Background: an optimization exercise with open tools, aiming at small area, a short achievable clock period and few clock cycles per item. Do not read the settings as production practice.
The RTL was checked by simulation tests, not by an equivalence proof against the original design.
No activity file was given, so power comes from the tool's default toggle rates.

run 1:
## mul_axil
module mul_axil (
  input  logic        Clk,
  input  logic        arst_n,
  input  logic        s_awvalid,
  output logic        s_awready,
  input  logic [7:0]  s_awaddr,
  input  logic        s_wvalid,
  output logic        s_wready,
  input  logic [31:0] s_wdata,
  input  logic [3:0]  s_wstrb,
  output logic        s_bvalid,
  input  logic        s_bready,
  output logic [1:0]  s_bresp,
  input  logic        s_arvalid,
  output logic        s_arready,
  input  logic [7:0]  s_araddr,
  output logic        s_rvalid,
  input  logic        s_rready,
  output logic [31:0] s_rdata,
  output logic [1:0]  s_rresp
);
Size in the first run: ~630 cells after synthesis, ~120 flip-flops, about 100 I/O pins, about 0.0069 sq mm of cells after synthesis.
clock: 3.2 ns
lec_check: 0
cap_margin: 20
core_margin: 2
core_utilization: 60
cts_buf_list: sky130_fd_sc_hd__clkbuf_4 sky130_fd_sc_hd__clkbuf_8
place_density: 0.5
setup_slack_margin: 0.8
slew_margin: 20
standard.sh (not shown) runs the stock make flow with config.mk's settings and CLKGATE_MAP_FILE= SYNTH_SCRIPT=/design/flow/synth_recipe.tcl, a recipe that flattens the netlist after the stock synthesis.
==> flow/flow/run.sh <==
#!/bin/bash
# Standard layout, with plain buffers on the ports and resizing not tied to
# cell footprints. Each step's own log is also kept under orfs/logs/.
set -euo pipefail
bash standard.sh \
  "BUFFER_PORTS_ARGS=-buffer_cell sky130_fd_sc_hd__buf_1" \
  MATCH_CELL_FOOTPRINT=0 \
  finish > standard.log 2>&1
Run 1 closes out successfully: all stages finished, all timing, DRC and antenna checks passed.
Testbench counts of run 1, summed over its fixed seeds: cycles 5,120, items 512.
--- input diff run 1..run 2 ---
# run 1
export LEC_CHECK = 0
export CAP_MARGIN = 20
export CORE_MARGIN = 2
export CORE_UTILIZATION = 60
export CTS_BUF_LIST = sky130_fd_sc_hd__clkbuf_4 sky130_fd_sc_hd__clkbuf_8
export PLACE_DENSITY = 0.5
export SETUP_SLACK_MARGIN = 0.8
export SLEW_MARGIN = 20
create_clock -name core_clock -period 3.2 [get_ports {Clk}]
# run 2
export LEC_CHECK = 0
export CAP_MARGIN = 20
export CORE_MARGIN = 2
export CORE_UTILIZATION = 75
export CTS_BUF_LIST = sky130_fd_sc_hd__clkbuf_4 sky130_fd_sc_hd__clkbuf_8
export CTS_CLUSTER_DIAMETER = 100
export CTS_CLUSTER_SIZE = 50
export SETUP_SLACK_MARGIN = 0.7
export SLEW_MARGIN = 20
create_clock -name core_clock -period 3.2 [get_ports {Clk}]
### Flow results
- Final clock period utilization by the worst path in run 2 is 2.9 points above run 1.
- Run 2 vs. run 1: routed wire length went up by 2.5%.
- Via count of run 2 exceeds that of run 1 slightly.
- Relative to run 1, power share of the combinational group has increased by 0.8 points in run 2.
- Placeable core region shrinks by more than 10% when moving from run 1 to run 2.
- Compared run 1 against run 2; first-pass GRT wire length within noise.
- Changes observed in run 2 relative to run 1: area growth from synthesis to layout has decreased; sequential share of layout area has increased; setup slack has decreased; number of buffer and inverter instances along the worst setup path has decreased.
The following lists how run 3 was set up differently from run 2:
# run 2
export LEC_CHECK = 0
export CAP_MARGIN = 20
export CORE_MARGIN = 2
export CORE_UTILIZATION = 75
export CTS_BUF_LIST = sky130_fd_sc_hd__clkbuf_4 sky130_fd_sc_hd__clkbuf_8
export CTS_CLUSTER_DIAMETER = 100
export CTS_CLUSTER_SIZE = 50
export SETUP_SLACK_MARGIN = 0.7
export SLEW_MARGIN = 20
create_clock -name core_clock -period 3.2 [get_ports {Clk}]
# run 3
export LEC_CHECK = 0
export CAP_MARGIN = 20
export CORE_MARGIN = 2
export CORE_UTILIZATION = 60
export CTS_BUF_LIST = sky130_fd_sc_hd__clkbuf_4 sky130_fd_sc_hd__clkbuf_8
export SETUP_SLACK_MARGIN = 0.8
export SLEW_MARGIN = 20
create_clock -name core_clock -period 3.2 [get_ports {Clk}]
==> flow/flow/run.sh <==
#!/bin/bash
# Standard layout, with plain buffers on the ports, resizing not tied to
# cell footprints and a clock tree without dummy loads. Each step's own log
# is also kept under orfs/logs/.
set -euo pipefail
bash standard.sh \
  "BUFFER_PORTS_ARGS=-buffer_cell sky130_fd_sc_hd__buf_1" \
  MATCH_CELL_FOOTPRINT=0 \
  "CTS_ARGS=-sink_clustering_enable -repair_clock_nets -sink_clustering_size 30 -buf_list {sky130_fd_sc_hd__clkbuf_4 sky130_fd_sc_hd__clkbuf_8} -dont_use_dummy_load" \
  finish > standard.log 2>&1
## What came out
Final cell utilization of the core delta for run 3 relative to run 2: 17 points lower. [diff] register-to-register slack, run 3 relative to run 2: improvement. [compare] base=run 2 new=run 3: clock tree buffer depth stayed essentially flat, global routing usage on met2 decreased 14 points, sequential share of layout area went up by 0.31 points. Against run 2 as the reference, run 3 delivers a higher non-clock buffer count. Starting density of the core in run 3 is 15 points lower than in run 2. Per the comparison of run 3 with run 2, area occupied by multi-input gates grew by about 0.5%; total die area grew by 24%; area overhead of the layout relative to synthesis shrank by 0.72 points; power share of the sequential group grew by 6.1 points.
Input-level comparison between run 4 and run 3:
# run 3
export LEC_CHECK = 0
export CAP_MARGIN = 20
export CORE_MARGIN = 2
export CORE_UTILIZATION = 60
export CTS_BUF_LIST = sky130_fd_sc_hd__clkbuf_4 sky130_fd_sc_hd__clkbuf_8
export SETUP_SLACK_MARGIN = 0.8
export SLEW_MARGIN = 20
create_clock -name core_clock -period 3.2 [get_ports {Clk}]
# run 4
export LEC_CHECK = 0
export CAP_MARGIN = 20
export CORE_MARGIN = 2
export CORE_UTILIZATION = 60
export CTS_BUF_LIST = sky130_fd_sc_hd__clkbuf_4 sky130_fd_sc_hd__clkbuf_8
export PLACE_DENSITY = 0.7
export SETUP_SLACK_MARGIN = 0.8
export SLEW_MARGIN = 20
create_clock -name core_clock -period 3.2 [get_ports {Clk}]
==> flow/flow/run.sh <==
#!/bin/bash
# Standard layout, with plain buffers on the ports and resizing not tied to
# cell footprints. Each step's own log is also kept under orfs/logs/.
set -euo pipefail
bash standard.sh \
  "BUFFER_PORTS_ARGS=-buffer_cell sky130_fd_sc_hd__buf_1" \
  MATCH_CELL_FOOTPRINT=0 \
  finish > standard.log 2>&1
==> results.txt <==
[compare] base=run 3 new=run 4: sequential cell count saw little to no change; largest stage delay on the critical path saw an increase.
[compare] base=run 3 new=run 4: combinational power rose about 3%, final cell area excluding filler cells increased by 170 sq um relative to the old numbers, post-CTS resize count grew by 1.
Delta(sequential share of layout area, run 4 - run 3) < 0
Run 3 reports its launching instance or port of the critical path as ps[2] while run 4 reports sel_p.
Compared with run 3, in run 4 arrival time at the worst endpoint fell 0.74 ns, met3 usage has decreased, clock power share rose by 9.6 points, setup slack lower, maximum operating frequency went down about 1.1%.

[static timing again, ports no longer ideal]
The flow's constraints put no driver on any port. The routed layouts listed below were extracted and timed again, unchanged, in two steps. Step 1, drivers: a clkbuf_16 drives Clk and a buf_2 each remaining input, both assumed. Step 2 also shifts input and output timing later by t, the mid clock arrival at the registers, as if the neighbouring blocks saw the same clock. Slacks: ideal ports / drivers / drivers and shift; pairs: ideal ports / drivers.
| run | t, ns | setup slack, ns | hold slack, ns |
|---|---|---|---|
| run 1 | 0.475 | 0.868 / 0.859 / 0.518 | 0.320 / 0.307 / 0.455 |
| run 2 | 0.463 | 0.775 / 0.775 / 0.511 | 0.340 / 0.334 / 0.446 |
| run 3 | 0.456 | 0.849 / 0.849 / 0.527 | 0.341 / 0.328 / 0.443 |
| run 4 | 0.479 | 0.823 / 0.788 / 0.496 | 0.326 / 0.314 / 0.443 |
After both steps every run listed still meets setup and hold. For run 1, which loses most, drivers alone change the setup slack by -0.009 ns; drivers and shift together by -0.350 ns.
